Background: an optimization exercise with open tools, aiming at small area, a short achievable clock period and few clock cycles. Do not read the settings as production practice.
Where RTL was checked, it was by simulation tests only, not by an equivalence proof against the original.
The RTL of runs 3 and 4 was laid out without a check of its function.

===== flow/constraint.sdc =====
create_clock -name core_clock -period 11.0 [get_ports {clk}]
set_input_delay 2.2000 -clock core_clock [delete_from_list [all_inputs] [get_ports {clk}]]
set_output_delay 2.2000 -clock core_clock [all_outputs]
set_load 0.01 [all_outputs]

===== flow/config.mk =====
export PLATFORM = sky130hd
export DESIGN_NAME = multiplicacao_matrizes_seq
export DESIGN_NICKNAME = multiplicacao_matrizes_seq
export VERILOG_FILES = /design/flow/design.v
export SDC_FILE = /design/flow/constraint.sdc
export NUM_CORES = 4
export LEC_CHECK = 0
export CAP_MARGIN = 20
export CORE_MARGIN = 2
export CORE_UTILIZATION = 60
export SLEW_MARGIN = 20

===== flow/standard.sh =====
#!/bin/bash
# synth_recipe.tcl (not shown) runs the flow's synth.tcl, then flattens the netlist and writes it again
# the make line also repeats each setting of config.mk as NAME=value (left out here)
make -C /OpenROAD-flow-scripts/flow DESIGN_CONFIG=/design/flow/config.mk WORK_HOME=/design/flow/orfs CLKGATE_MAP_FILE= SYNTH_SCRIPT=/design/flow/synth_recipe.tcl "${@:-finish}"

===== flow/design.v =====
package multiplicacao_pkg;
  localparam int DATA_W_DEF = 8;
  localparam int MAX_N_DEF  = 5;
  typedef enum logic [1:0] {
    IDLE    = 2'd0,
    COMPUTE = 2'd1,
    DONE    = 2'd2
  } state_t;
  function automatic int data_max(input int w);
    data_max = (1 << (w - 1)) - 1;
  endfunction
  function automatic int data_min(input int w);
    data_min = -(1 << (w - 1));
  endfunction
  localparam int DATA_MAX = data_max(DATA_W_DEF);
  localparam int DATA_MIN = data_min(DATA_W_DEF);
  function automatic int idx(input int i, input int j, input int max_n,
                             input int data_w);
    idx = (i * max_n + j) * data_w;
  endfunction
  function automatic int decode_n(input int size, input int max_n);
    decode_n = (size + 2 > max_n) ? max_n : size + 2;
  endfunction
endpackage
module saturador #(
  parameter int ACC_W  = 19,
  parameter int DATA_W = 8
) (
  input  logic signed [ACC_W-1:0]  acc,
  input  logic                     sat_en,
  output logic        [DATA_W-1:0] y,
  output logic                     ovf
);
  logic above;
  logic below;
  always_comb begin
    above = !acc[ACC_W-1] && (acc[ACC_W-2:DATA_W-1] != '0);
    below =  acc[ACC_W-1] && (acc[ACC_W-2:DATA_W-1] != '1);
    ovf   = above | below;
    y     = acc[DATA_W-1:0];
    if (sat_en && above) begin
      y = {1'b0, {(DATA_W-1){1'b1}}};
    end else if (sat_en && below) begin
      y = {1'b1, {(DATA_W-1){1'b0}}};
    end
  end
endmodule
module multiplicacao_matrizes_seq #(
  parameter int DATA_W = multiplicacao_pkg::DATA_W_DEF,
  parameter int MAX_N  = multiplicacao_pkg::MAX_N_DEF,
  parameter int SIZE_W = $clog2(MAX_N - 1),
  parameter int ACC_W  = 18
) (
  input  logic                            clk,
  input  logic                            rst_n,
  input  logic                            start,
  input  logic                            sat_en,
  input  logic [SIZE_W-1:0]               matrix_size,
  input  logic [MAX_N*MAX_N*DATA_W-1:0]   A,
  input  logic [MAX_N*MAX_N*DATA_W-1:0]   B,
  output logic                            busy,
  output logic                            done,
  output logic [MAX_N*MAX_N*DATA_W-1:0]   C,
  output logic                            overflow_flag
);
  localparam int CNT_W = 3;
  logic             run_q;      
  logic             done_q;     
  logic             first_q;    
  logic [CNT_W-1:0] cnt_q;
  logic             sat_q;
  logic [MAX_N-1:0] vld_q;      
  logic [DATA_W-1:0] a_q [MAX_N][MAX_N];
  logic [DATA_W-1:0] b_q [MAX_N][MAX_N];
  logic [ACC_W-1:0]  acc_q [MAX_N][MAX_N];
  logic [ACC_W-1:0]  acc_d [MAX_N][MAX_N];
  logic idle;
  logic [CNT_W-1:0] n_m1;
  assign idle = !run_q && !done_q;
  assign busy = run_q;
  assign done = done_q;
  assign n_m1 = CNT_W'(multiplicacao_pkg::decode_n(int'(matrix_size), MAX_N) - 1);
  always_ff @(posedge clk or negedge rst_n) begin
    if (!rst_n) begin
      run_q   <= 1'b0;
      done_q  <= 1'b0;
      first_q <= 1'b0;
      cnt_q   <= '0;
      sat_q   <= 1'b0;
      vld_q   <= '0;
    end else begin
      done_q  <= 1'b0;
      first_q <= 1'b0;
      if (idle) begin
        if (start) begin
          run_q   <= 1'b1;
          first_q <= 1'b1;
          cnt_q   <= n_m1;
          sat_q   <= sat_en;
          for (int i = 0; i < MAX_N; i++) vld_q[i] <= (i <= int'(n_m1));
        end
      end else if (run_q) begin
        cnt_q <= cnt_q - 1'b1;
        if (cnt_q == '0) begin
          run_q  <= 1'b0;
          done_q <= 1'b1;
        end
      end
    end
  end
  logic accept;
  logic more;
  assign accept = idle && start;
  assign more   = run_q && (cnt_q != '0);
  always_ff @(posedge clk) begin
    for (int i = 0; i < MAX_N; i++) begin
      for (int k = 0; k < MAX_N; k++) begin
        if (!run_q) begin
          b_q[k][i] <= B[(k*MAX_N + i)*DATA_W +: DATA_W];
        end else begin
          b_q[k][i] <= (k < MAX_N-1) ? b_q[(k+1) % MAX_N][i] : '0;
        end
      end
      for (int k = 1; k < MAX_N; k++) begin
        if (!run_q) begin
          a_q[i][k] <= A[(i*MAX_N + k)*DATA_W +: DATA_W];
        end else begin
          a_q[i][k] <= (k < MAX_N-1) ? a_q[i][(k+1) % MAX_N] : '0;
        end
      end
    end
  end
  always_ff @(posedge clk or negedge rst_n) begin
    if (!rst_n) begin
      for (int i = 0; i < MAX_N; i++) a_q[i][0] <= '0;
    end else begin
      for (int i = 0; i < MAX_N; i++) begin
        a_q[i][0] <= ({DATA_W{accept}} & A[(i*MAX_N)*DATA_W +: DATA_W]) |
                     ({DATA_W{more}} & a_q[i][1]);
      end
    end
  end
  for (genvar gi = 0; gi < MAX_N; gi++) begin : g_mr
    for (genvar gj = 0; gj < MAX_N; gj++) begin : g_mc
      mac_unit u_mac (
        .a      (a_q[gi][0]),
        .b      (b_q[0][gj]),
        .acc_in (first_q ? '0 : acc_q[gi][gj]),
        .sum    (acc_d[gi][gj])
      );
      always_ff @(posedge clk) acc_q[gi][gj] <= acc_d[gi][gj];
    end
  end
  logic [MAX_N*MAX_N-1:0] ovf_e;
  for (genvar gi = 0; gi < MAX_N; gi++) begin : g_row
    for (genvar gj = 0; gj < MAX_N; gj++) begin : g_col
      logic [DATA_W-1:0] y;
      logic              o;
      saturador #(
        .ACC_W  (ACC_W),
        .DATA_W (DATA_W)
      ) u_sat (
        .acc    (acc_q[gi][gj]),
        .sat_en (sat_q),
        .y      (y),
        .ovf    (o)
      );
      assign C[(gi*MAX_N + gj)*DATA_W +: DATA_W] = (vld_q[gi] && vld_q[gj]) ? y : '0;
      assign ovf_e[gi*MAX_N + gj] = vld_q[gi] && vld_q[gj] && o;
    end
  end
  assign overflow_flag = |ovf_e;
endmodule
module mac_unit (
  input  logic [7:0]  a,
  input  logic [7:0]  b,
  input  logic [17:0] acc_in,
  output logic [17:0] sum
);
  logic pp_0_0;
  logic pp_0_1;
  logic pp_0_2;
  logic pp_0_3;
  logic pp_0_4;
  logic pp_0_5;
  logic pp_0_6;
  logic pp_0_7;
  logic pp_1_0;
  logic pp_1_1;
  logic pp_1_2;
  logic pp_1_3;
  logic pp_1_4;
  logic pp_1_5;
  logic pp_1_6;
  logic pp_1_7;
  logic pp_2_0;
  logic pp_2_1;
  logic pp_2_2;
  logic pp_2_3;
  logic pp_2_4;
  logic pp_2_5;
  logic pp_2_6;
  logic pp_2_7;
  logic pp_3_0;
  logic pp_3_1;
  logic pp_3_2;
  logic pp_3_3;
  logic pp_3_4;
  logic pp_3_5;
  logic pp_3_6;
  logic pp_3_7;
  logic pp_4_0;
  logic pp_4_1;
  logic pp_4_2;
  logic pp_4_3;
  logic pp_4_4;
  logic pp_4_5;
  logic pp_4_6;
  logic pp_4_7;
  logic pp_5_0;
  logic pp_5_1;
  logic pp_5_2;
  logic pp_5_3;
  logic pp_5_4;
  logic pp_5_5;
  logic pp_5_6;
  logic pp_5_7;
  logic pp_6_0;
  logic pp_6_1;
  logic pp_6_2;
  logic pp_6_3;
  logic pp_6_4;
  logic pp_6_5;
  logic pp_6_6;
  logic pp_6_7;
  logic pp_7_0;
  logic pp_7_1;
  logic pp_7_2;
  logic pp_7_3;
  logic pp_7_4;
  logic pp_7_5;
  logic pp_7_6;
  logic pp_7_7;
  logic s0, c0;
  logic s1, c1;
  logic s2, c2;
  logic s3, c3;
  logic s4, c4;
  logic s5, c5;
  logic s6, c6;
  logic s7, c7;
  logic s8, c8;
  logic s9, c9;
  logic s10, c10;
  logic s11, c11;
  logic s12, c12;
  logic s13, c13;
  logic s14, c14;
  logic s15, c15;
  logic s16, c16;
  logic s17, c17;
  logic s18, c18;
  logic s19, c19;
  logic s20, c20;
  logic s21, c21;
  logic s22, c22;
  logic s23, c23;
  logic s24, c24;
  logic s25, c25;
  logic s26, c26;
  logic s27, c27;
  logic s28, c28;
  logic s29, c29;
  logic s30, c30;
  logic s31, c31;
  logic s32, c32;
  logic s33, c33;
  logic s34, c34;
  logic s35, c35;
  logic s36, c36;
  logic s37, c37;
  logic s38, c38;
  logic s39, c39;
  logic s40, c40;
  logic s41, c41;
  logic s42, c42;
  logic s43, c43;
  logic s44, c44;
  logic s45, c45;
  logic s46, c46;
  logic s47, c47;
  logic s48, c48;
  logic s49, c49;
  logic s50, c50;
  logic s51, c51;
  logic s52, c52;
  logic s53, c53;
  logic s54, c54;
  logic s55, c55;
  logic s56, c56;
  logic s57, c57;
  logic s58, c58;
  logic [17:0] r0, r1;
  assign pp_0_0 = a[0] & b[0];
  assign pp_0_1 = a[0] & b[1];
  assign pp_0_2 = a[0] & b[2];
  assign pp_0_3 = a[0] & b[3];
  assign pp_0_4 = a[0] & b[4];
  assign pp_0_5 = a[0] & b[5];
  assign pp_0_6 = a[0] & b[6];
  assign pp_0_7 = ~(a[0] & b[7]);
  assign pp_1_0 = a[1] & b[0];
  assign pp_1_1 = a[1] & b[1];
  assign pp_1_2 = a[1] & b[2];
  assign pp_1_3 = a[1] & b[3];
  assign pp_1_4 = a[1] & b[4];
  assign pp_1_5 = a[1] & b[5];
  assign pp_1_6 = a[1] & b[6];
  assign pp_1_7 = ~(a[1] & b[7]);
  assign pp_2_0 = a[2] & b[0];
  assign pp_2_1 = a[2] & b[1];
  assign pp_2_2 = a[2] & b[2];
  assign pp_2_3 = a[2] & b[3];
  assign pp_2_4 = a[2] & b[4];
  assign pp_2_5 = a[2] & b[5];
  assign pp_2_6 = a[2] & b[6];
  assign pp_2_7 = ~(a[2] & b[7]);
  assign pp_3_0 = a[3] & b[0];
  assign pp_3_1 = a[3] & b[1];
  assign pp_3_2 = a[3] & b[2];
  assign pp_3_3 = a[3] & b[3];
  assign pp_3_4 = a[3] & b[4];
  assign pp_3_5 = a[3] & b[5];
  assign pp_3_6 = a[3] & b[6];
  assign pp_3_7 = ~(a[3] & b[7]);
  assign pp_4_0 = a[4] & b[0];
  assign pp_4_1 = a[4] & b[1];
  assign pp_4_2 = a[4] & b[2];
  assign pp_4_3 = a[4] & b[3];
  assign pp_4_4 = a[4] & b[4];
  assign pp_4_5 = a[4] & b[5];
  assign pp_4_6 = a[4] & b[6];
  assign pp_4_7 = ~(a[4] & b[7]);
  assign pp_5_0 = a[5] & b[0];
  assign pp_5_1 = a[5] & b[1];
  assign pp_5_2 = a[5] & b[2];
  assign pp_5_3 = a[5] & b[3];
  assign pp_5_4 = a[5] & b[4];
  assign pp_5_5 = a[5] & b[5];
  assign pp_5_6 = a[5] & b[6];
  assign pp_5_7 = ~(a[5] & b[7]);
  assign pp_6_0 = a[6] & b[0];
  assign pp_6_1 = a[6] & b[1];
  assign pp_6_2 = a[6] & b[2];
  assign pp_6_3 = a[6] & b[3];
  assign pp_6_4 = a[6] & b[4];
  assign pp_6_5 = a[6] & b[5];
  assign pp_6_6 = a[6] & b[6];
  assign pp_6_7 = ~(a[6] & b[7]);
  assign pp_7_0 = ~(a[7] & b[0]);
  assign pp_7_1 = ~(a[7] & b[1]);
  assign pp_7_2 = ~(a[7] & b[2]);
  assign pp_7_3 = ~(a[7] & b[3]);
  assign pp_7_4 = ~(a[7] & b[4]);
  assign pp_7_5 = ~(a[7] & b[5]);
  assign pp_7_6 = ~(a[7] & b[6]);
  assign pp_7_7 = a[7] & b[7];
  assign s0 = pp_0_5 ^ pp_1_4;
  assign c0 = pp_0_5 & pp_1_4;
  assign s1 = pp_0_6 ^ pp_1_5 ^ pp_2_4;
  assign c1 = (pp_0_6 & pp_1_5) | (pp_0_6 & pp_2_4) | (pp_1_5 & pp_2_4);
  assign s2 = pp_3_3 ^ pp_4_2;
  assign c2 = pp_3_3 & pp_4_2;
  assign s3 = pp_0_7 ^ pp_1_6 ^ pp_2_5;
  assign c3 = (pp_0_7 & pp_1_6) | (pp_0_7 & pp_2_5) | (pp_1_6 & pp_2_5);
  assign s4 = pp_3_4 ^ pp_4_3 ^ pp_5_2;
  assign c4 = (pp_3_4 & pp_4_3) | (pp_3_4 & pp_5_2) | (pp_4_3 & pp_5_2);
  assign s5 = pp_6_1 ^ pp_7_0;
  assign c5 = pp_6_1 & pp_7_0;
  assign s6 = pp_1_7 ^ pp_2_6 ^ pp_3_5;
  assign c6 = (pp_1_7 & pp_2_6) | (pp_1_7 & pp_3_5) | (pp_2_6 & pp_3_5);
  assign s7 = pp_4_4 ^ pp_5_3 ^ pp_6_2;
  assign c7 = (pp_4_4 & pp_5_3) | (pp_4_4 & pp_6_2) | (pp_5_3 & pp_6_2);
  assign s8 = pp_7_1 ^ acc_in[8] ^ 1'b1;
  assign c8 = (pp_7_1 & acc_in[8]) | (pp_7_1 & 1'b1) | (acc_in[8] & 1'b1);
  assign s9 = pp_2_7 ^ pp_3_6 ^ pp_4_5;
  assign c9 = (pp_2_7 & pp_3_6) | (pp_2_7 & pp_4_5) | (pp_3_6 & pp_4_5);
  assign s10 = pp_5_4 ^ pp_6_3 ^ pp_7_2;
  assign c10 = (pp_5_4 & pp_6_3) | (pp_5_4 & pp_7_2) | (pp_6_3 & pp_7_2);
  assign s11 = pp_3_7 ^ pp_4_6 ^ pp_5_5;
  assign c11 = (pp_3_7 & pp_4_6) | (pp_3_7 & pp_5_5) | (pp_4_6 & pp_5_5);
  assign s12 = pp_0_3 ^ pp_1_2;
  assign c12 = pp_0_3 & pp_1_2;
  assign s13 = pp_0_4 ^ pp_1_3 ^ pp_2_2;
  assign c13 = (pp_0_4 & pp_1_3) | (pp_0_4 & pp_2_2) | (pp_1_3 & pp_2_2);
  assign s14 = pp_3_1 ^ pp_4_0;
  assign c14 = pp_3_1 & pp_4_0;
  assign s15 = s0 ^ pp_2_3 ^ pp_3_2;
  assign c15 = (s0 & pp_2_3) | (s0 & pp_3_2) | (pp_2_3 & pp_3_2);
  assign s16 = pp_4_1 ^ pp_5_0 ^ acc_in[5];
  assign c16 = (pp_4_1 & pp_5_0) | (pp_4_1 & acc_in[5]) | (pp_5_0 & acc_in[5]);
  assign s17 = c0 ^ s1 ^ s2;
  assign c17 = (c0 & s1) | (c0 & s2) | (s1 & s2);
  assign s18 = pp_5_1 ^ pp_6_0 ^ acc_in[6];
  assign c18 = (pp_5_1 & pp_6_0) | (pp_5_1 & acc_in[6]) | (pp_6_0 & acc_in[6]);
  assign s19 = c1 ^ c2 ^ s3;
  assign c19 = (c1 & c2) | (c1 & s3) | (c2 & s3);
  assign s20 = s4 ^ s5 ^ acc_in[7];
  assign c20 = (s4 & s5) | (s4 & acc_in[7]) | (s5 & acc_in[7]);
  assign s21 = c3 ^ c4 ^ c5;
  assign c21 = (c3 & c4) | (c3 & c5) | (c4 & c5);
  assign s22 = s6 ^ s7 ^ s8;
  assign c22 = (s6 & s7) | (s6 & s8) | (s7 & s8);
  assign s23 = c6 ^ c7 ^ c8;
  assign c23 = (c6 & c7) | (c6 & c8) | (c7 & c8);
  assign s24 = s9 ^ s10 ^ acc_in[9];
  assign c24 = (s9 & s10) | (s9 & acc_in[9]) | (s10 & acc_in[9]);
  assign s25 = c9 ^ c10 ^ s11;
  assign c25 = (c9 & c10) | (c9 & s11) | (c10 & s11);
  assign s26 = pp_6_4 ^ pp_7_3 ^ acc_in[10];
  assign c26 = (pp_6_4 & pp_7_3) | (pp_6_4 & acc_in[10]) | (pp_7_3 & acc_in[10]);
  assign s27 = c11 ^ pp_4_7 ^ pp_5_6;
  assign c27 = (c11 & pp_4_7) | (c11 & pp_5_6) | (pp_4_7 & pp_5_6);
  assign s28 = pp_6_5 ^ pp_7_4 ^ acc_in[11];
  assign c28 = (pp_6_5 & pp_7_4) | (pp_6_5 & acc_in[11]) | (pp_7_4 & acc_in[11]);
  assign s29 = pp_5_7 ^ pp_6_6 ^ pp_7_5;
  assign c29 = (pp_5_7 & pp_6_6) | (pp_5_7 & pp_7_5) | (pp_6_6 & pp_7_5);
  assign s30 = pp_0_2 ^ pp_1_1;
  assign c30 = pp_0_2 & pp_1_1;
  assign s31 = s12 ^ pp_2_1 ^ pp_3_0;
  assign c31 = (s12 & pp_2_1) | (s12 & pp_3_0) | (pp_2_1 & pp_3_0);
  assign s32 = c12 ^ s13 ^ s14;
  assign c32 = (c12 & s13) | (c12 & s14) | (s13 & s14);
  assign s33 = c13 ^ c14 ^ s15;
  assign c33 = (c13 & c14) | (c13 & s15) | (c14 & s15);
  assign s34 = c15 ^ c16 ^ s17;
  assign c34 = (c15 & c16) | (c15 & s17) | (c16 & s17);
  assign s35 = c17 ^ c18 ^ s19;
  assign c35 = (c17 & c18) | (c17 & s19) | (c18 & s19);
  assign s36 = c19 ^ c20 ^ s21;
  assign c36 = (c19 & c20) | (c19 & s21) | (c20 & s21);
  assign s37 = c21 ^ c22 ^ s23;
  assign c37 = (c21 & c22) | (c21 & s23) | (c22 & s23);
  assign s38 = c23 ^ c24 ^ s25;
  assign c38 = (c23 & c24) | (c23 & s25) | (c24 & s25);
  assign s39 = c25 ^ c26 ^ s27;
  assign c39 = (c25 & c26) | (c25 & s27) | (c26 & s27);
  assign s40 = c27 ^ c28 ^ s29;
  assign c40 = (c27 & c28) | (c27 & s29) | (c28 & s29);
  assign s41 = c29 ^ pp_6_7 ^ pp_7_6;
  assign c41 = (c29 & pp_6_7) | (c29 & pp_7_6) | (pp_6_7 & pp_7_6);
  assign s42 = pp_0_1 ^ pp_1_0;
  assign c42 = pp_0_1 & pp_1_0;
  assign s43 = s30 ^ pp_2_0 ^ acc_in[2];
  assign c43 = (s30 & pp_2_0) | (s30 & acc_in[2]) | (pp_2_0 & acc_in[2]);
  assign s44 = c30 ^ s31 ^ acc_in[3];
  assign c44 = (c30 & s31) | (c30 & acc_in[3]) | (s31 & acc_in[3]);
  assign s45 = c31 ^ s32 ^ acc_in[4];
  assign c45 = (c31 & s32) | (c31 & acc_in[4]) | (s32 & acc_in[4]);
  assign s46 = c32 ^ s33 ^ s16;
  assign c46 = (c32 & s33) | (c32 & s16) | (s33 & s16);
  assign s47 = c33 ^ s34 ^ s18;
  assign c47 = (c33 & s34) | (c33 & s18) | (s34 & s18);
  assign s48 = c34 ^ s35 ^ s20;
  assign c48 = (c34 & s35) | (c34 & s20) | (s35 & s20);
  assign s49 = c35 ^ s36 ^ s22;
  assign c49 = (c35 & s36) | (c35 & s22) | (s36 & s22);
  assign s50 = c36 ^ s37 ^ s24;
  assign c50 = (c36 & s37) | (c36 & s24) | (s37 & s24);
  assign s51 = c37 ^ s38 ^ s26;
  assign c51 = (c37 & s38) | (c37 & s26) | (s38 & s26);
  assign s52 = c38 ^ s39 ^ s28;
  assign c52 = (c38 & s39) | (c38 & s28) | (s39 & s28);
  assign s53 = c39 ^ s40 ^ acc_in[12];
  assign c53 = (c39 & s40) | (c39 & acc_in[12]) | (s40 & acc_in[12]);
  assign s54 = c40 ^ s41 ^ acc_in[13];
  assign c54 = (c40 & s41) | (c40 & acc_in[13]) | (s41 & acc_in[13]);
  assign s55 = c41 ^ pp_7_7 ^ acc_in[14];
  assign c55 = (c41 & pp_7_7) | (c41 & acc_in[14]) | (pp_7_7 & acc_in[14]);
  assign s56 = acc_in[15] ^ 1'b1;
  assign c56 = acc_in[15] & 1'b1;
  assign s57 = acc_in[16] ^ 1'b1;
  assign c57 = acc_in[16] & 1'b1;
  assign s58 = acc_in[17] ^ 1'b1;
  assign c58 = acc_in[17] & 1'b1;
  assign r0 = {c57, c56, c55, c54, c53, c52, c51, c50, c49, c48, c47, c46, c45, c44, c43, c42, s42, pp_0_0};
  assign r1 = {s58, s57, s56, s55, s54, s53, s52, s51, s50, s49, s48, s47, s46, s45, s44, s43, acc_in[1], acc_in[0]};
  assign sum = r0 + r1;
endmodule

===== flow/flow/run.sh =====
#!/bin/bash
# The standard layout (the standard.sh, unchanged synthesis), with extra
# ORFS settings from flow/knobs.txt (one VAR=value per line): a larger
# setup margin for timing repair and a plain buffer for the port buffers.
# The constraints, clock period and checks are unchanged.
set -euo pipefail
mapfile -t KNOBS < <(grep -v '^#' flow/knobs.txt | sed '/^$/d')
bash standard.sh "${KNOBS[@]}" finish > standard_flow.log 2>&1

===== flow/flow/knobs.txt =====
SETUP_SLACK_MARGIN=5.5
BUFFER_PORTS_ARGS=-buffer_cell sky130_fd_sc_hd__buf_1

==> out/qor_table.md, run 1 <==
| Parameter | Reported |
|---|---|
| Area share of the leading cell type in the synthesized netlist | 27.85% |
| Num CTS Buffers | 102 |
| Clock tree root driver cell | sky130_fd_sc_hd__clkbuf_16 |
| Classification of the worst setup path | reg2out |
| Routed WL | 246700 um |
| Via density per instance | 5.557 |
| Antenna-violating nets left | 0 |
| Detail Placement HPWL | 176500 um |
| Total of endpoints with negative setup slack in the final report | 0 |
| RSZ-0062 raised after global routing | true |
| Ranking of synthesized cells by instance count | sky130_fd_sc_hd__inv_1, sky130_fd_sc_hd__fa_1, sky130_fd_sc_hd__nand2_1 |
| Class of the most critical hold timing path | reg2reg |
| Most used standard cell by instance count after synthesis | sky130_fd_sc_hd__inv_1 |
| Number of flops mapped to enable cells by yosys | 0 |
| Number of antenna violations at the first check in global routing | 12 |
| Fillers | 12.33k |
| Crit-path leading delay family | simple AND/OR/NAND/NOR gates |
| Floorplan die height | 387.1 um |
| Cell type with the highest aggregate area in the netlist | sky130_fd_sc_hd__fa_1 |
| Kind of end point of the critical path | output pin |
| Area growth from synthesis to final layout | 8.667% |
| Initial DRT Pass Iterations | 6 |
| Sequential element share of the synthesized area | 19.89% |
| Transition at the pin with the smallest max-transition slack | 1071 ps |
| Total Routing Usage GR | 33.15% |
| Clk slew on worst S/H paths | 60 ps |
| Number of primary I/O pins | 609 |
| Combined buffer and inverter count along the critical path | 1 |
| Type of element launching the critical path | flop |
| Count of input and output buffers | 608 |
| Overall die width | 387.1 um |
| Achievable frequency | 174.3 MHz |
| Crit path largest cell delay | 520 ps |
| Routed length per placed instance | 20.35 um |
| Ranking of synthesized cells by area | sky130_fd_sc_hd__fa_1, sky130_fd_sc_hd__dfxtp_1, sky130_fd_sc_hd__ha_1 |
| Critical Path RT | 8800 ps |
| Clock latency on the worst-skew pair | 760 ps |
| Pin count of the biggest net entering global routing | 163 |
| Level count of the clock H-tree | 3 |
| Number of global-route vias before repair | 70.25k |
| Number of hold buffers added after cts | 0 |
| Smallest hold slack | 425.6 ps |
| Sum of overflow across all layers after global routing | 0 |
| CP Cell Sequence | nor4_1, a31oi_2, o21ai_0, nand3b_1, a22oi_2, nand4_1, buf_2 |
| Total die area | 149800 sq um |
| Core region area | 145700 sq um |
| Sum of negative setup slack | 0 ps |
| Vias post-DR | 67.35k |
| Number of max-cap violations | 0 |
| Clock tree skew after final layout | 64.19 ps |
| Weighted congestion reported at the end of routability-driven placement | 0.9293 |
| Synth Net Count | 12.02k |
| DRC violation count after routing | 0 |
| Mapped Cells | 9757 |
| Mean area per synthesized cell | 9.024 sq um |
| Netlist cell types | 79 |
| Predominant post-synthesis flop cell | sky130_fd_sc_hd__dfxtp_1 |
| Floorplan row count | 140 |
| Slew Limit Fails | 0 |
| Biggest fanout along the worst timing path | 3 |
| Share of final-layout standard cells stronger than drive strength 1 | 6.814% |
| Share of the clock period used by the worst path | 52.16% |
| Critical Path AT | 3540 ps |
| Synthesis Warnings | 9 |
| Post-synthesis instance area | 88050 sq um |
| Hold violation total from the final report | 0 |
| Initial detailed-routing violation count | 3759 |
| Slowest-stage cell, CP | sky130_fd_sc_hd__nand4_1 |
| TritonCTS sink count | 862 |
| Flip-flop and latch count after synthesis | 862 |
| First-pass GRT wire length | 389100 um |
| Min cycle time layout | 5738 ps |
| Maximum number of buffers from clock root to sink | 3 |
| Net total in the final layout | 12.38k |
| Status | complete, no violations |
| Headroom to the max-slew limit | 28.58% |
| TritonCTS clock tree | built |
| Proportion of synthesized flip-flops having asynchronous set or reset | 6.032% |
| Layout Utilization | 65.65% |
| Starting density of the core | 60.41% |
-- flip-flops by register name, summed over array words and instances, names as in the netlist --
| name | cells |
|---|---|
| b_q | 200 |
| run_q | 1 |
| done_q | 1 |
| a_q | 200 |
| vld_q | 5 |
| first_q | 1 |
| sat_q | 1 |
| cnt_q | 3 |
| acc_q | 450 |
-- worst register-to-register path: stages (launching register included) --
cell and delay (ps):
sky130_fd_sc_hd__dfxtp_2 310, sky130_fd_sc_hd__buf_4 530, sky130_fd_sc_hd__nand2_1 220, sky130_fd_sc_hd__fa_1 480, sky130_fd_sc_hd__fa_1 510, sky130_fd_sc_hd__fa_1 540
sky130_fd_sc_hd__inv_1 50, sky130_fd_sc_hd__fa_1 450, sky130_fd_sc_hd__ha_1 380, sky130_fd_sc_hd__a21o_1 200, sky130_fd_sc_hd__a21o_1 180, sky130_fd_sc_hd__a21oi_1 280
sky130_fd_sc_hd__o311ai_1 220, sky130_fd_sc_hd__a2111oi_2 390, sky130_fd_sc_hd__o31ai_1 130, sky130_fd_sc_hd__a21oi_1 180, sky130_fd_sc_hd__xor2_1 140
-- cell type report --
cell class / instances / area (sq um) / share of cell area, %
inverters: 1520 / 5705 / 5.963
clock buffers: 146 / 2960 / 3.094
clock inverters: 42 / 535.5 / 0.5597
diodes: 3 / 7.507 / 0.007846
well taps: 1917 / 2399 / 2.507
flip-flops and latches: 862 / 17570 / 18.37
multi-input cells: 6917 / 63310 / 66.17
repair buffers: 712 / 3187 / 3.331
-- kinds of logic (layout without fill, tap and decap cells) --
family / after synthesis / count (layout) / synth area share, %
xor+xnor: 391 / 391 / 3.889
simple gates: 3316 / 3316 / 19.45
buf+inv: 1978 / 2420 / 8.432
other cells: 0 / 3 / 0
mux: 289 / 289 / 3.686
compound gates: 1067 / 1067 / 7.860
fa+ha+maj: 1854 / 1854 / 36.79
flops: 862 / 862 / 19.89
-- layout by cell type (no fill, tap or decap), types with 48 or more instances in the layout --
cell / count
sky130_fd_sc_hd__a21o_1: 115
sky130_fd_sc_hd__a21oi_1: 423
sky130_fd_sc_hd__and2_1: 833
sky130_fd_sc_hd__buf_1: 606
sky130_fd_sc_hd__buf_4: 85
sky130_fd_sc_hd__clkbuf_16: 105
sky130_fd_sc_hd__dfrtp_1: 48
sky130_fd_sc_hd__dfxtp_1: 777
sky130_fd_sc_hd__fa_1: 1225
sky130_fd_sc_hd__ha_1: 628
sky130_fd_sc_hd__inv_1: 1518
sky130_fd_sc_hd__mux2_2: 282
sky130_fd_sc_hd__nand2_1: 968
sky130_fd_sc_hd__nand2b_1: 362
sky130_fd_sc_hd__nand3_1: 94
sky130_fd_sc_hd__nand4_1: 62
sky130_fd_sc_hd__nor2_1: 409
sky130_fd_sc_hd__nor2b_1: 250
sky130_fd_sc_hd__nor3_1: 113
sky130_fd_sc_hd__nor4_1: 61
sky130_fd_sc_hd__o21ai_0: 125
sky130_fd_sc_hd__xnor2_1: 279
sky130_fd_sc_hd__xor2_1: 112
-- through the flow --
step / instance area (sq um) / setup WS (ps) / instances
3_5_place_dp: 91840 / 5356 / 11920
2_1_floorplan: 88050 / 6256 / 9757
4_1_cts: 95410 / 5343 / 12110
5_1_grt: 95670 / 5331 / 12120
3_3_place_gp: 91840 / 5499 / 11920
6_report: 95680 / 5262 / 12120
-- routing by layer --
layer  vias to the layer above  routed length, um  global-route usage (%)
li1                      31280                  -                       -
met1                     33460             101300                   43.05
met2                      2180             114800                   54.71
met3                       422              20390                   6.619
met4                         4              10160                   12.78
met5                         -                 28                       0
-- worst paths after layout --
| kind | from | to | slack [ps] | cells after the start |
|---|---|---|---|---|
| hold reg to reg | a_q[2][1]$_DFF_P_ | a_q[1][1]$_DFF_P_ | 430 | 1 |
| hold / removal | a_q[2][1]$_DFF_P_ | a_q[1][1]$_DFF_P_ | 430 | 1 |
| min in group asynchronous | rst_n | a_q[20][0]$_DFF_PN0_ | 1610 | 2 |
| max in group asynchronous | rst_n | sat_q$_DFFE_PN0P_ | 8640 | 2 |
| setup / recovery | acc_q[16][12]$_DFF_P_ | overflow_flag | 5260 | 7 |
| setup reg to reg | b_q[4][2]$_DFF_P_ | acc_q[9][17]$_DFF_P_ | 5690 | 16 |
-- timing repair --
item,4_1_cts,5_1_grt
buffers inserted,0,3
pin swaps,1,3
gates cloned,0,1
setup endpoints to repair,180,74
gates resized for setup,25,48
Testbench counts, summed over its fixed seeds: cycles 1,734.
==> run 2: changes to the inputs <==
--- a/flow/config.mk
+++ b/flow/config.mk
@@ -8,4 +8,6 @@
 export CAP_MARGIN = 20
 export CORE_MARGIN = 2
-export CORE_UTILIZATION = 60
+export CORE_UTILIZATION = 40
+export CTS_CLUSTER_DIAMETER = 100
+export CTS_CLUSTER_SIZE = 30
 export SLEW_MARGIN = 20
==> run 2 against run 1 <==
  * Critical endpoint unchanged
  * Cell count is 7.3% higher
  * Synthesized area unchanged
  * Clock-buffer cell count down 84
  * Worst setup slack better by 240 ps
  * Non-clock buffer count increased by 9
==> out/qor_table.md, run 2 <==
| Parameter | Reported | vs previous |
|---|---|---|
| Clock tree root driver cell | sky130_fd_sc_hd__clkbuf_16 |  |
| Logic depth of the worst register-to-register path | 16 | unchanged |
| Floorplan die height | 473.2 um | +22% |
| Flip-flop count of the largest register, all copies and words added | 450 | unchanged |
| Maximum number of buffers from clock root to sink | 3 | unchanged |
| Number of max-cap violations | 0 | unchanged |
| DRC violation count after routing | 0 | unchanged |
| Biggest regs | acc_q: 450 flops, a_q: 200 flops, b_q: 200 flops |  |
| Critical Path AT | 3300 ps | -240 ps |
| Sequential element share of the synthesized area | 19.89% | unchanged |
| Worst setup slack before clock tree synthesis | 4996 ps | -359.1 ps |
| Overall die width | 473.2 um | +22% |
| Sum of overflow across all layers after global routing | 0 | unchanged |
| Achievable frequency | 181.9 MHz | +4.4% |
| Slew Limit Fails | 0 | unchanged |
| Total die area | 223900 sq um | +49% |
| Status | complete, no violations |  |
| Routed WL | 267700 um | +8.5% |
| Netlist cell types | 79 | unchanged |
| Transition at the pin with the smallest max-transition slack | 1056 ps | -14.90 ps |
| Weighted congestion reported at the end of routability-driven placement | 0.9271 | -0.24% |
| Final Instance Area | 95510 sq um | -0.17% |
| Global-route met3 utilization | 3.970% | -2.6 points |
| Core region area | 219300 sq um | +50% |
| Number of hold buffers added after cts | 0 | unchanged |
| TritonCTS sink count | 862 | unchanged |
| Met1 track demand over resource in global routing | 29.96% | -13 points |
| Class of the most critical hold timing path | reg2reg |  |
| Starting density of the core | 40.15% | -20 points |
| Clk slew on worst S/H paths | 120 ps | +60 ps |
| Post-Place Cell Area | 93120 sq um | +1.4% |
| Biggest fanout along the worst timing path | 3 | unchanged |
| Vias post-DR | 67.15k | -0.30% |
| Cell type with the highest aggregate area in the netlist | sky130_fd_sc_hd__fa_1 |  |
| Mean area per synthesized cell | 9.024 sq um | unchanged |
| Synth Net Count | 12.02k | unchanged |
| Number of flops mapped to enable cells by yosys | 0 | unchanged |
| TritonCTS clock tree | built |  |
| Met2 Use GR | 41.15% | -14 points |
| Number of global-route vias before repair | 71.45k | +1.7% |
| Ranking of synthesized cells by instance count | sky130_fd_sc_hd__inv_1, sky130_fd_sc_hd__fa_1, sky130_fd_sc_hd__nand2_1 |  |
| Sum of negative setup slack | 0 ps | unchanged |
| Kind of end point of the critical path | output pin |  |
| Most frequent standard cell in the layout excluding fill and tap cells | sky130_fd_sc_hd__inv_1 |  |
| Type of element launching the critical path | flop |  |
| Num CTS Buffers | 53 | -48% |
| Clock latency on the worst-skew pair | 750 ps | about the same |
| Hold violation total from the final report | 0 | unchanged |
| Initial detailed-routing violation count | 3795 | +0.96% |
| Final worst setup slack | 5503 ps | +241.5 ps |
| Min cycle time layout | 5497 ps | -241.5 ps |
| Total Routing Usage GR | 24.04% | -9.1 points |
| Share of final-layout standard cells stronger than drive strength 1 | 6.245% | -0.57 points |
| Predominant post-synthesis flop cell | sky130_fd_sc_hd__dfxtp_1 |  |
| Count of input and output buffers | 608 | unchanged |
| Detail Placement HPWL | 199400 um | +13% |
| Number of antenna violations at the first check in global routing | 22 | +10 |
| Net total in the final layout | 12.34k | -0.32% |
| Floorplan row count | 172 | +23% |
| Via density per instance | 5.165 | -7.1% |
| Ranking of synthesized cells by area | sky130_fd_sc_hd__fa_1, sky130_fd_sc_hd__dfxtp_1, sky130_fd_sc_hd__ha_1 |  |
| Non-filler instance count after layout | 13.00k | +7.3% |
| Mapped Cells | 9757 | unchanged |
| Level count of the clock H-tree | 2 | -1 |
| Most used standard cell by instance count after synthesis | sky130_fd_sc_hd__inv_1 |  |
| Number of primary I/O pins | 609 | unchanged |
| Hold depth | 1 | unchanged |
| Register bank with the most flops | acc_q |  |
| RSZ-0062 raised after global routing | true |  |
| Classification of the worst setup path | reg2out |  |
| Proportion of synthesized flip-flops having asynchronous set or reset | 6.032% | unchanged |
| Routed length per placed instance | 20.59 um | +1.2% |
| Critical Path RT | 8800 ps | about the same |
| Area share of the leading cell type in the synthesized netlist | 27.85% | unchanged |
| Area growth from synthesis to final layout | 8.478% |  |
| Share of the clock period used by the worst path | 49.97% | -2.2 points |
| Headroom to the max-slew limit | 29.57% | +0.99 points |
| Initial DRT Pass Iterations | 6 | unchanged |
| Total of endpoints with negative setup slack in the final report | 0 | unchanged |
| Flip-flop and latch count after synthesis | 862 | unchanged |
| Pin count of the biggest net entering global routing | 138 | -15% |
| Clock tree skew after final layout | 39.32 ps | -24.87 ps |
| Most used routing layer in global routing | met2 |  |
| Synthesis Warnings | 9 | unchanged |
| Most frequent cells in the layout | sky130_fd_sc_hd__inv_1, sky130_fd_sc_hd__fa_1, sky130_fd_sc_hd__nand2_1 |  |
| Antenna-violating nets left | 0 | unchanged |
| First-pass GRT wire length | 414500 um | +6.5% |
| Post-synthesis instance area | 88050 sq um | unchanged |
| Placed Cells | 12.89k | +8.1% |
run 2: cell counts after synthesis:
Identical to the previous run, type by type.
run 2: per-layer routing:
| layer | share of wire (%) | wire, um |
|---|---|---|
| met5 | 0.0093 | 25 |
| met2 | 48 | 127400 |
| met4 | 4.9 | 13070 |
| met1 | 41 | 109500 |
| met3 | 6.6 | 17700 |
run 2: cell type report:
| type | count | area [sq um] |
|---|---|---|
| diodes | 10 | 25.02 |
| flip-flops and latches | 862 | 17570 |
| well taps | 2871 | 3592 |
| fillers | 21420 | 123800 |
| multi-input cells | 6917 | 63360 |
| repair buffers | 721 | 3337 |
| clock inverters | 38 | 519.2 |
| clock buffers | 62 | 1403 |
| inverters | 1520 | 5708 |
run 2: worst paths after layout:
check,end,slack [ps],from
max,overflow_flag,5500,acc_q[7][13]$_DFF_P_
min,a_q[20][3]$_DFF_PN0_,450,a_q[21][3]$_DFF_P_
max reg2reg,acc_q[19][17]$_DFF_P_,5740,first_q$_DFF_PN0_
min reg2reg,a_q[20][3]$_DFF_PN0_,450,a_q[21][3]$_DFF_P_
max in group asynchronous,first_q$_DFF_PN0_,8620,rst_n
min in group asynchronous,done_q$_DFF_PN0_,1640,rst_n
run 2: logic make-up (layout without fill, tap and decap cells):
kind of cell    Yosys count  in the layout  share of synthesized area, %
compound gates         1067           1067                         7.860
buf+inv                1978           2341                         8.432
flops                   862            862                         19.89
other cells               0             10                             0
xor+xnor                391            391                         3.889
mux                     289            289                         3.686
simple gates           3316           3316                         19.45
fa+ha+maj              1854           1854                         36.79
run 2: worst max-delay path, stage by stage (launching register included):
cell                      delay (ps)
sky130_fd_sc_hd__dfxtp_1         350
sky130_fd_sc_hd__nor4_1          380
sky130_fd_sc_hd__nand3_1         150
sky130_fd_sc_hd__o21ai_1         420
sky130_fd_sc_hd__a21oi_1         250
sky130_fd_sc_hd__nor4_4          360
sky130_fd_sc_hd__nand4_1         430
sky130_fd_sc_hd__buf_1           250
run 2: stage by stage:
step                utilization [%]  hold WS, ps
floorplan                         -        426.8
global placement              42.44        435.9
global route                  43.55        469.7
detailed placement            42.46        434.0
finish                        43.55        450.8
CTS                           43.42        460.8
run 2: repair_timing:
| item | 4_1_cts | 5_1_grt |
|---|---|---|
| endpoints found under the setup margin | 142 | 40 |
| pin swaps | 1 | 2 |
| gates resized for setup | 34 | 66 |
| setup buffers | 2 | 3 |
| endpoints found under the hold margin | 0 | 0 |
==> run 3: changes to the inputs <==
--- a/flow/design.v
+++ b/flow/design.v
@@ -67,5 +67,5 @@
   logic             run_q;      
   logic             done_q;     
-  logic             first_q;    
+  logic [MAX_N-1:0] first_q;    
   logic [CNT_W-1:0] cnt_q;
   logic             sat_q;
@@ -85,5 +85,5 @@
       run_q   <= 1'b0;
       done_q  <= 1'b0;
-      first_q <= 1'b0;
+      first_q <= '0;
       cnt_q   <= '0;
       sat_q   <= 1'b0;
@@ -91,9 +91,9 @@
     end else begin
       done_q  <= 1'b0;
-      first_q <= 1'b0;
+      first_q <= '0;
       if (idle) begin
         if (start) begin
           run_q   <= 1'b1;
-          first_q <= 1'b1;
+          for (int i = 0; i < MAX_N; i++) first_q[i] <= (i <= int'(n_m1));
           cnt_q   <= n_m1;
           sat_q   <= sat_en;
@@ -146,5 +146,5 @@
         .a      (a_q[gi][0]),
         .b      (b_q[0][gj]),
-        .acc_in (first_q ? '0 : acc_q[gi][gj]),
+        .acc_in (first_q[gi] ? '0 : acc_q[gi][gj]),
         .sum    (acc_d[gi][gj])
       );
==> flow/flow/knobs.txt (replaced) <==
SETUP_SLACK_MARGIN=6
BUFFER_PORTS_ARGS=-buffer_cell sky130_fd_sc_hd__buf_1
--- a/flow/config.mk
+++ b/flow/config.mk
@@ -9,5 +9,3 @@
 export CORE_MARGIN = 2
 export CORE_UTILIZATION = 40
-export CTS_CLUSTER_DIAMETER = 100
-export CTS_CLUSTER_SIZE = 30
 export SLEW_MARGIN = 20
==> run 3 against run 2 <==
  * First-iteration DRC count grew 11%
  * Critical path depth is the same
  * Worst setup slack gained 250 ps
  * Register-to-register slack gained 300 ps
  * Sequential share of layout area shrank 0.69 points
  * Global-route usage grew 0.94 points
  * Die area grew 0.12%
  * Synthesized cell count grew 0.40%
  * Clock-buffer cell count grew 65
  * Non-clock buffer count grew 102
  * Critical endpoint unchanged
==> out/qor_table.md, run 3 <==
| Parameter | Reported | vs previous |
|---|---|---|
| Antenna-violating nets left | 0 | unchanged |
| Num CTS Buffers | 105 | +98% |
| Clock latency on the worst-skew pair | 770 ps | +20 ps |
| Number of global-route vias before repair | 71.83k | +0.54% |
| Netlist cell types | 77 | -2.5% |
| Most frequent standard cell in the layout excluding fill and tap cells | sky130_fd_sc_hd__inv_1 |  |
| Classification of the worst setup path | reg2out |  |
| Initial DRT Pass Iterations | 6 | unchanged |
| Routed length per placed instance | 22.03 um | +7.0% |
| Level count of the clock H-tree | 3 | +1 |
| Clock tree skew after final layout | 45.60 ps | +6.282 ps |
| Routed WL | 291800 um | +9.0% |
| Most frequent cells in the layout | sky130_fd_sc_hd__inv_1, sky130_fd_sc_hd__fa_1, sky130_fd_sc_hd__nand2_1 |  |
| Class of the most critical hold timing path | reg2reg |  |
| Synthesis Warnings | 9 | unchanged |
| Proportion of synthesized flip-flops having asynchronous set or reset | 6.467% | +0.43 points |
| Number of hold buffers added after cts | 0 | unchanged |
| Area share of the leading cell type in the synthesized netlist | 27.82% | -0.034 points |
| Transition at the pin with the smallest max-transition slack | 1086 ps | +29.47 ps |
| Total Routing Usage GR | 24.99% | +0.94 points |
| Sum of negative setup slack | 0 ps | unchanged |
| Met2 Use GR | 42.48% | +1.3 points |
| Type of element launching the critical path | flop |  |
| Net total in the final layout | 12.53k | +1.5% |
| Number of antenna violations at the first check in global routing | 29 | +32% |
| DRC violation count after routing | 0 | unchanged |
| Clk slew on worst S/H paths | 60 ps | -60 ps |
| Global-route met3 utilization | 4.475% | +0.51 points |
| Crit-path leading delay family | simple AND/OR/NAND/NOR gates |  |
| RSZ-0062 raised after global routing | true |  |
| Fillers | 21.01k | -1.9% |
| Biggest fanout along the worst timing path | 3 | unchanged |
| Number of max-cap violations | 0 | unchanged |
| Headroom to the max-slew limit | 27.60% | -2.0 points |
| Share of final-layout standard cells stronger than drive strength 1 | 9.521% | +3.3 points |
| First-pass GRT wire length | 426900 um | +3.0% |
| Critical Path AT | 3040 ps | -260 ps |
| Biggest regs | acc_q: 450 flops, a_q: 200 flops, b_q: 200 flops |  |
| Initial detailed-routing violation count | 4199 | +11% |
| Post-synthesis instance area | 88160 sq um | +0.12% |
| Weighted congestion reported at the end of routability-driven placement | 0.9286 | +0.16% |
| Achievable frequency | 190.7 MHz | +4.8% |
| Synth Net Count | 12.06k | +0.33% |
| Hold violation total from the final report | 0 | unchanged |
| Crit path largest cell delay | 420 ps | about the same |
| Pin count of the biggest net entering global routing | 189 | +37% |
| Area growth from synthesis to final layout | 13.76% |  |
| Detail Placement HPWL | 205500 um | +3.1% |
| Sequential element share of the synthesized area | 19.98% | +0.089 points |
| Share of the clock period used by the worst path | 47.68% | -2.3 points |
| Floorplan die height | 473.5 um | about the same |
| Combined buffer and inverter count along the critical path | 1 | unchanged |
| Slew Limit Fails | 0 | unchanged |
| Min cycle time layout | 5244 ps | -252.1 ps |
| Flip-flop count of the largest register, all copies and words added | 450 | unchanged |
| Slowest-stage cell, CP | sky130_fd_sc_hd__o211ai_1 |  |
| Critical Path RT | 8800 ps | about the same |
| Ranking of synthesized cells by instance count | sky130_fd_sc_hd__inv_1, sky130_fd_sc_hd__fa_1, sky130_fd_sc_hd__nand2_1 |  |
| Mean area per synthesized cell | 8.999 sq um | -0.27% |
| Number of primary I/O pins | 609 | unchanged |
| Kind of end point of the critical path | output pin |  |
| Overall die width | 473.5 um | about the same |
| Sum of overflow across all layers after global routing | 0 | unchanged |
| Total of endpoints with negative setup slack in the final report | 0 | unchanged |
| Register bank with the most flops | acc_q |  |
| Floorplan row count | 172 | unchanged |
| Core region area | 219300 sq um | unchanged |
| TritonCTS sink count | 866 | +0.46% |
| Number of flops mapped to enable cells by yosys | 0 | unchanged |
| Status | complete, no violations |  |
| Clock tree root driver cell | sky130_fd_sc_hd__clkbuf_16 |  |
| Total die area | 224200 sq um | +0.12% |
| Maximum number of buffers from clock root to sink | 3 | unchanged |
| Vias post-DR | 69.14k | +3.0% |
| Count of input and output buffers | 608 | unchanged |
| Met1 track demand over resource in global routing | 30.33% | +0.37 points |
| Cell type with the highest aggregate area in the netlist | sky130_fd_sc_hd__fa_1 |  |
| Flip-flop and latch count after synthesis | 866 | +0.46% |
| Ranking of synthesized cells by area | sky130_fd_sc_hd__fa_1, sky130_fd_sc_hd__dfxtp_1, sky130_fd_sc_hd__ha_1 |  |
| CP Cell Sequence | nor4_2, nand3_2, o211ai_1, nand3b_1, a21oi_4, nand4_1, clkbuf_2 |  |
| Via density per instance | 5.220 | +1.1% |
| Most used standard cell by instance count after synthesis | sky130_fd_sc_hd__inv_1 |  |
| Predominant post-synthesis flop cell | sky130_fd_sc_hd__dfxtp_1 |  |
| Most used routing layer in global routing | met2 |  |
| Mapped Cells | 9796 | +0.40% |
| TritonCTS clock tree | built |  |
| Starting density of the core | 40.20% | +0.050 points |
## run 3: kinds of logic (layout without fill, tap and decap cells)
| logic type | after synthesis | in the layout | synth area share, % |
|---|---|---|---|
| AOI/OAI and AO/OA | 1074 | 1074 | 7.768 |
| DFF | 866 | 866 | 19.98 |
| and+or+nand+nor | 3343 | 3343 | 19.51 |
| muxes | 294 | 294 | 3.738 |
| adders and majority gates | 1855 | 1855 | 36.76 |
| xor gates and xnor gates | 383 | 383 | 3.805 |
| other | 0 | 18 | 0 |
| buffers and inverters | 1981 | 2541 | 8.435 |
## run 3: worst register-to-register path, cell delays in order, from the launching register on
cell and delay, ps:
sky130_fd_sc_hd__dfrtp_2 420, sky130_fd_sc_hd__buf_6 130, sky130_fd_sc_hd__buf_12 130, sky130_fd_sc_hd__and2_4 140, sky130_fd_sc_hd__fa_1 480, sky130_fd_sc_hd__inv_1 60
sky130_fd_sc_hd__fa_1 480, sky130_fd_sc_hd__fa_1 550, sky130_fd_sc_hd__inv_1 50, sky130_fd_sc_hd__fa_1 440, sky130_fd_sc_hd__ha_2 200, sky130_fd_sc_hd__or3_4 330
sky130_fd_sc_hd__or2_1 230, sky130_fd_sc_hd__a31oi_2 230, sky130_fd_sc_hd__nor3_2 80, sky130_fd_sc_hd__or4_4 420, sky130_fd_sc_hd__a31o_1 230, sky130_fd_sc_hd__a21oi_2 130
sky130_fd_sc_hd__xor2_1 150
## run 3: path summary, 6_finish.rpt
kind,startpoint,endpoint,slack (ps),depth (start not counted)
max,acc_q[21][13]$_DFF_P_,overflow_flag,5760,7
min,a_q[1][7]$_DFF_P_,a_q[0][7]$_DFF_PN0_,450,1
min in group asynchronous,rst_n,sat_q$_DFFE_PN0P_,1460,1
max reg2reg,a_q[0][2]$_DFF_PN0_,acc_q[3][17]$_DFF_P_,6040,18
min reg2reg,a_q[1][7]$_DFF_P_,a_q[0][7]$_DFF_PN0_,450,1
max in group asynchronous,rst_n,a_q[0][0]$_DFF_PN0_,8420,2
## run 3: what timing repair did
action,in CTS,in global routing
resized for setup,226,280
setup endpoints to repair,274,102
pin swaps,21,63
gates cloned,5,22
buffers inserted,31,48
## run 3: per-stage QoR
step,cell area (sq um),instances,worst slack (ps),hold WS (ps),util (%)
floorplan,88160,9796,6137,426.6,-
global placement,93150,12920,4731,434.0,42.48
detailed placement,93210,12920,5158,439.0,42.50
CTS,98190,13160,5613,443.0,44.77
global route,100300,13230,5747,461.8,45.72
finish,100300,13250,5756,450.5,45.73
## run 3: cell type report
type                            instances  area (sq um)  share of cell area, %
Tap cell                             2871          3592                  3.582
Clock inverter                         72         799.5                 0.7972
Timing Repair Buffer                  823          5194                  5.179
Antenna cell                           18         45.04                0.04492
Clock buffer                          127          2853                  2.845
Multi-Input combinational cell       6949         64320                  64.14
Sequential cell                       866         17750                  17.70
Inverter                             1519          5728                  5.712
## run 3: routing by layer
layer / vias up / routed length, um
met2: 2303 / 137300
met4: 6 / 17600
met5: - / 33
li1: 31680 / -
met3: 534 / 21830
met1: 34610 / 115100
==> run 4: changes to the inputs <==
--- a/flow/design.v
+++ b/flow/design.v
@@ -486,4 +486,111 @@
   assign r0 = {c57, c56, c55, c54, c53, c52, c51, c50, c49, c48, c47, c46, c45, c44, c43, c42, s42, pp_0_0};
   assign r1 = {s58, s57, s56, s55, s54, s53, s52, s51, s50, s49, s48, s47, s46, s45, s44, s43, acc_in[1], acc_in[0]};
-  assign sum = r0 + r1;
+  logic [17:0] pg, gg;
+  assign pg = r0 ^ r1;
+  assign gg = r0 & r1;
+  logic bg0, bp0;
+  assign bg0 = gg[1] | (pg[1] & gg[0]);
+  assign bp0 = pg[1] & pg[0];
+  logic bg1, bp1;
+  assign bg1 = gg[3] | (pg[3] & gg[2]);
+  assign bp1 = pg[3] & pg[2];
+  logic bg2, bp2;
+  assign bg2 = gg[5] | (pg[5] & gg[4]);
+  assign bp2 = pg[5] & pg[4];
+  logic bg3, bp3;
+  assign bg3 = gg[7] | (pg[7] & gg[6]);
+  assign bp3 = pg[7] & pg[6];
+  logic bg4, bp4;
+  assign bg4 = gg[9] | (pg[9] & gg[8]);
+  assign bp4 = pg[9] & pg[8];
+  logic bg5, bp5;
+  assign bg5 = gg[11] | (pg[11] & gg[10]);
+  assign bp5 = pg[11] & pg[10];
+  logic bg6, bp6;
+  assign bg6 = gg[13] | (pg[13] & gg[12]);
+  assign bp6 = pg[13] & pg[12];
+  logic bg7, bp7;
+  assign bg7 = gg[15] | (pg[15] & gg[14]);
+  assign bp7 = pg[15] & pg[14];
+  logic bg8, bp8;
+  assign bg8 = gg[17] | (pg[17] & gg[16]);
+  assign bp8 = pg[17] & pg[16];
+  logic bg9, bp9;
+  assign bg9 = bg1 | (bp1 & bg0);
+  assign bp9 = bp1 & bp0;
+  logic bg10, bp10;
+  assign bg10 = bg3 | (bp3 & bg2);
+  assign bp10 = bp3 & bp2;
+  logic bg11, bp11;
+  assign bg11 = bg5 | (bp5 & bg4);
+  assign bp11 = bp5 & bp4;
+  logic bg12, bp12;
+  assign bg12 = bg7 | (bp7 & bg6);
+  assign bp12 = bp7 & bp6;
+  logic bg13, bp13;
+  assign bg13 = bg10 | (bp10 & bg9);
+  assign bp13 = bp10 & bp9;
+  logic bg14, bp14;
+  assign bg14 = bg12 | (bp12 & bg11);
+  assign bp14 = bp12 & bp11;
+  logic bg15, bp15;
+  assign bg15 = bg14 | (bp14 & bg13);
+  assign bp15 = bp14 & bp13;
+  logic bg16, bp16;
+  assign bg16 = bg11 | (bp11 & bg13);
+  assign bp16 = bp11 & bp13;
+  logic bg17, bp17;
+  assign bg17 = bg2 | (bp2 & bg9);
+  assign bp17 = bp2 & bp9;
+  logic bg18, bp18;
+  assign bg18 = bg4 | (bp4 & bg13);
+  assign bp18 = bp4 & bp13;
+  logic bg19, bp19;
+  assign bg19 = bg6 | (bp6 & bg16);
+  assign bp19 = bp6 & bp16;
+  logic bg20, bp20;
+  assign bg20 = bg8 | (bp8 & bg15);
+  assign bp20 = bp8 & bp15;
+  logic bg21, bp21;
+  assign bg21 = gg[2] | (pg[2] & bg0);
+  assign bp21 = pg[2] & bp0;
+  logic bg22, bp22;
+  assign bg22 = gg[4] | (pg[4] & bg9);
+  assign bp22 = pg[4] & bp9;
+  logic bg23, bp23;
+  assign bg23 = gg[6] | (pg[6] & bg17);
+  assign bp23 = pg[6] & bp17;
+  logic bg24, bp24;
+  assign bg24 = gg[8] | (pg[8] & bg13);
+  assign bp24 = pg[8] & bp13;
+  logic bg25, bp25;
+  assign bg25 = gg[10] | (pg[10] & bg18);
+  assign bp25 = pg[10] & bp18;
+  logic bg26, bp26;
+  assign bg26 = gg[12] | (pg[12] & bg16);
+  assign bp26 = pg[12] & bp16;
+  logic bg27, bp27;
+  assign bg27 = gg[14] | (pg[14] & bg19);
+  assign bp27 = pg[14] & bp19;
+  logic bg28, bp28;
+  assign bg28 = gg[16] | (pg[16] & bg15);
+  assign bp28 = pg[16] & bp15;
+  assign sum[0] = pg[0];
+  assign sum[1] = pg[1] ^ gg[0];
+  assign sum[2] = pg[2] ^ bg0;
+  assign sum[3] = pg[3] ^ bg21;
+  assign sum[4] = pg[4] ^ bg9;
+  assign sum[5] = pg[5] ^ bg22;
+  assign sum[6] = pg[6] ^ bg17;
+  assign sum[7] = pg[7] ^ bg23;
+  assign sum[8] = pg[8] ^ bg13;
+  assign sum[9] = pg[9] ^ bg24;
+  assign sum[10] = pg[10] ^ bg18;
+  assign sum[11] = pg[11] ^ bg25;
+  assign sum[12] = pg[12] ^ bg16;
+  assign sum[13] = pg[13] ^ bg26;
+  assign sum[14] = pg[14] ^ bg19;
+  assign sum[15] = pg[15] ^ bg27;
+  assign sum[16] = pg[16] ^ bg15;
+  assign sum[17] = pg[17] ^ bg28;
 endmodule
--- a/flow/config.mk
+++ b/flow/config.mk
@@ -9,3 +9,5 @@
 export CORE_MARGIN = 2
 export CORE_UTILIZATION = 40
+export CTS_CLUSTER_DIAMETER = 100
+export CTS_CLUSTER_SIZE = 30
 export SLEW_MARGIN = 20
==> run 4 against run 3 <==
  * Critical path type unchanged
  * Critical endpoint unchanged
  * Final area up 1.4%
  * Clock skew is 2.1 ps lower
  * Synthesized cell count is 7.9% lower
==> out/qor_table.md, run 4 <==
| Parameter | Reported | vs previous |
|---|---|---|
| Status | complete, no violations |  |
| Clk slew on worst S/H paths | 110 ps | +50 ps |
| Initial DRT Pass Iterations | 7 | +1 |
| Number of antenna violations at the first check in global routing | 41 | +41% |
| Number of hold buffers added after cts | 0 | unchanged |
| Mean area per synthesized cell | 9.535 sq um | +6.0% |
| Net total in the final layout | 12.08k | -3.6% |
| Via density per instance | 5.205 | -0.28% |
| Global-route met3 utilization | 4.337% | -0.14 points |
| Sum of negative setup slack | 0 ps | unchanged |
| Clock latency on the worst-skew pair | 750 ps | -20 ps |
| Main combinational cell family by area after synthesis | adder cells |  |
| Number of primary I/O pins | 609 | unchanged |
| Critical Path AT | 3480 ps | +440 ps |
| Most frequent cells in the layout | sky130_fd_sc_hd__inv_1, sky130_fd_sc_hd__fa_1, sky130_fd_sc_hd__and2_1 |  |
| Core region area | 214200 sq um | -2.3% |
| Simple logic cell fraction of the synthesized area | 17.76% | -1.8 points |
| Headroom to the max-slew limit | 28.96% | +1.4 points |
| Biggest fanout along the worst timing path | 3 | unchanged |
| TritonCTS clock tree | built |  |
| Detail Placement HPWL | 185700 um | -9.6% |
| Sum of overflow across all layers after global routing | 0 | unchanged |
| Min cycle time layout | 5681 ps | +436.6 ps |
| Hold violation total from the final report | 0 | unchanged |
| Synth Net Count | 11.44k | -5.1% |
| Area share of the leading cell type in the synthesized netlist | 33.15% | +5.3 points |
| Pin count of the biggest net entering global routing | 154 | -19% |
| Ranking of synthesized cells by instance count | sky130_fd_sc_hd__inv_1, sky130_fd_sc_hd__fa_1, sky130_fd_sc_hd__and2_1 |  |
| Most frequent standard cell in the layout excluding fill and tap cells | sky130_fd_sc_hd__inv_1 |  |
| Routed WL | 304200 um | +4.2% |
| Initial detailed-routing violation count | 4675 | +11% |
| Smallest hold slack | 435.8 ps | -14.65 ps |
| Count of input and output buffers | 608 | unchanged |
| Classification of the worst setup path | reg2out |  |
| Total of endpoints with negative setup slack in the final report | 0 | unchanged |
| Most used standard cell by instance count after synthesis | sky130_fd_sc_hd__inv_1 |  |
| DRC violation count after routing | 0 | unchanged |
| Netlist cell types | 49 | -36% |
| Share of the clock period used by the worst path | 51.65% | +4.0 points |
| First-pass GRT wire length | 424700 um | -0.50% |
| Synthesized-area fraction occupied by xor and xnor cells | 2.300% | -1.5 points |
| Antenna-violating nets left | 0 | unchanged |
| Achievable frequency | 176.0 MHz | -7.7% |
| Routed length per placed instance | 24.21 um | +9.9% |
| Class of the most critical hold timing path | reg2reg |  |
| Type of element launching the critical path | flop |  |
| RSZ-0062 raised after global routing | true |  |
| Crit path largest cell delay | 550 ps | +130 ps |
| Synthesized-area fraction occupied by ao, oa, aoi and oai cells | 4.835% | -2.9 points |
| Level count of the clock H-tree | 2 | -1 |
| Slowest-stage cell, CP | sky130_fd_sc_hd__or4_4 |  |
| Predominant post-synthesis flop cell | sky130_fd_sc_hd__dfxtp_1 |  |
| Starting density of the core | 40.18% | about the same |
| Slew Limit Fails | 0 | unchanged |
| Mapped Cells | 9026 | -7.9% |
| Most prevalent standard cell on the critical path | sky130_fd_sc_hd__nor4_4 |  |
| Biggest regs | acc_q: 450 flops, a_q: 200 flops, b_q: 200 flops |  |
| Total Routing Usage GR | 25.98% | +0.99 points |
| Register bank with the most flops | acc_q |  |
| Vias post-DR | 65.38k | -5.4% |
| CP Cell Sequence | or4_4, nor4_4, o21ai_2, o21ba_4, nor4_4, nand4_1, buf_2 |  |
| Clock tree root driver cell | sky130_fd_sc_hd__clkbuf_16 |  |
| Share of final-layout standard cells stronger than drive strength 1 | 14.20% | +4.7 points |
| Overall die width | 467.9 um | -1.2% |
| Most used routing layer in global routing | met2 |  |
| Proportion of synthesized flip-flops having asynchronous set or reset | 6.467% | unchanged |
| Transition at the pin with the smallest max-transition slack | 1066 ps | -20.30 ps |
| Number of flops mapped to enable cells by yosys | 0 | unchanged |
| Synthesized-area fraction occupied by adder cells | 41.58% | +4.8 points |
| Total die area | 218900 sq um | -2.4% |
| Sequential element share of the synthesized area | 20.47% | +0.49 points |
| Flip-flop count of the largest register, all copies and words added | 450 | unchanged |
| Flip-flop and latch count after synthesis | 866 | unchanged |
| Area growth from synthesis to final layout | 18.18% |  |
| Clock tree skew after final layout | 43.49 ps | -2.107 ps |
| Met1 track demand over resource in global routing | 32.09% | +1.8 points |
| Num CTS Buffers | 51 | -51% |
| Floorplan row count | 170 | -1.2% |
| TritonCTS sink count | 866 | unchanged |
| Met2 Use GR | 43.82% | +1.3 points |
| Kind of end point of the critical path | output pin |  |
| Number of global-route vias before repair | 68.72k | -4.3% |
| Weighted congestion reported at the end of routability-driven placement | 0.8688 | -6.4% |
| Cell type with the highest aggregate area in the netlist | sky130_fd_sc_hd__fa_1 |  |
| Critical Path RT | 8800 ps | about the same |
| Synthesis Warnings | 9 | unchanged |
| Post-synthesis instance area | 86070 sq um | -2.4% |
| Number of max-cap violations | 0 | unchanged |
| Floorplan die height | 467.9 um | -1.2% |
| Mux contribution to synthesized area | 3.832% | +0.094 points |
| Ranking of synthesized cells by area | sky130_fd_sc_hd__fa_1, sky130_fd_sc_hd__dfxtp_1, sky130_fd_sc_hd__ha_1 |  |
| Maximum number of buffers from clock root to sink | 3 | unchanged |
run 4: cell count changes after synthesis, moves of 27 or more:
cell	before	now
sky130_fd_sc_hd__and2_1	839	960
sky130_fd_sc_hd__ha_1	630	580
sky130_fd_sc_hd__a21oi_1	429	282
sky130_fd_sc_hd__o21ai_1	49	11
sky130_fd_sc_hd__fa_1	1225	1425
sky130_fd_sc_hd__nor2_1	440	248
sky130_fd_sc_hd__o21bai_1	33	1
sky130_fd_sc_hd__xnor2_1	267	101
sky130_fd_sc_hd__nand2_1	970	743
sky130_fd_sc_hd__nand3_1	95	23
sky130_fd_sc_hd__inv_1	1517	1649
sky130_fd_sc_hd__nor3_1	118	58
sky130_fd_sc_hd__o21a_1	49	0
sky130_fd_sc_hd__nor2b_1	245	218
run 4: layer usage:
metal / wire length, um / vias to the layer above
li1: - / 28790
met1: 115700 / 33290
met2: 140900 / 2684
met3: 26850 / 603
met4: 20560 / 18
met5: 135 / -
run 4: kinds of logic after synthesis:
group,Yosys count
AO/OA/AOI/OAI,677
multiplexers,294
adder cells (fa/ha/maj),2005
XOR/XNOR,226
buffers and inverters,2116
flip-flops,866
AND/OR/NAND/NOR,2842
run 4: path summary, 6_finish.rpt:
path	startpoint	endpoint	slack, ps	depth (start not counted)
worst max-delay path	acc_q[2][15]$_DFF_P_	overflow_flag	5320	7
worst min-delay path	b_q[17][0]$_DFF_P_	b_q[12][0]$_DFF_P_	440	1
worst max register to register	a_q[15][2]$_DFF_PN0_	acc_q[15][15]$_DFF_P_	5960	14
worst min register to register	b_q[17][0]$_DFF_P_	b_q[12][0]$_DFF_P_	440	1
max in group asynchronous	rst_n	first_q[0]$_DFF_PN0_	8500	2
min in group asynchronous	rst_n	done_q$_DFF_PN0_	1450	1
run 4: through the flow:
step	setup slack (ps)	utilization (%)	instance area [sq um]	instances
3_3_place_gp	4836	42.46	90960	12110
4_1_cts	5207	45.48	97410	12340
5_1_grt	5260	47.47	101700	12550
2_1_floorplan	6097	-	86070	9026
3_5_place_dp	5352	42.47	90960	12110
6_report	5319	47.49	101700	12560
run 4: what timing repair did:
action                     CTS  global route
cloned                      41            45
resized for setup          512           455
setup endpoints to repair  316           140
pin swaps                  128           397
buffers inserted            97           160
run 4: worst max-delay path: cells and delay by family, from the launching register on:
kind                   cells  cell delay, ps
DFF                        1             340
AOI/OAI and AO/OA          2             380
buffers and inverters      1             270
and+or+nand+nor            4            1740
run 4: cell type report:
| type | count | area, sq um |
|---|---|---|
| Clock inverter | 33 | 556.8 |
| Antenna cell | 16 | 40.04 |
| Tap cell | 2838 | 3551 |
| Timing Repair Buffer | 1052 | 8785 |
| Multi-Input combinational cell | 6044 | 63420 |
| Clock buffer | 63 | 1394 |
| Fill cell | 19990 | 112500 |
| Inverter | 1650 | 6193 |
| Sequential cell | 866 | 17770 |

==> port drivers added, routing unchanged <==
How much do the figures lean on ideal ports? The routed layouts below were timed once more, with nothing changed but the port constraints. Step 1 sets driving cells, clkbuf_16 on the clock port and buf_2 on the other inputs (assumed; they add their load-dependent delay and slew). Step 2 moves the port delays by t, midway between the first and last clock arrival at a register: inputs arrive t later, outputs are due t later. That takes back most of the time a late clock gives input paths. a / b / c = ideal ports / drivers / drivers and shift; a / b = the first two.
run	shift t [ns]	slack for setup (ns)	hold WS [ns]	slew at the worst register clock pin (ns)
run 1	0.818	5.262 / 5.177 / 5.694	0.426 / 0.426 / 0.426	0.07 / 0.07
run 2	0.823	5.503 / 5.411 / 5.743	0.451 / 0.451 / 0.451	0.12 / 0.12
run 3	0.837	5.756 / 5.664 / 6.037	0.450 / 0.450 / 0.450	0.07 / 0.07
run 4	0.825	5.319 / 5.218 / 5.958	0.436 / 0.436 / 0.436	0.12 / 0.12
After both steps setup and hold are still met in every run listed.
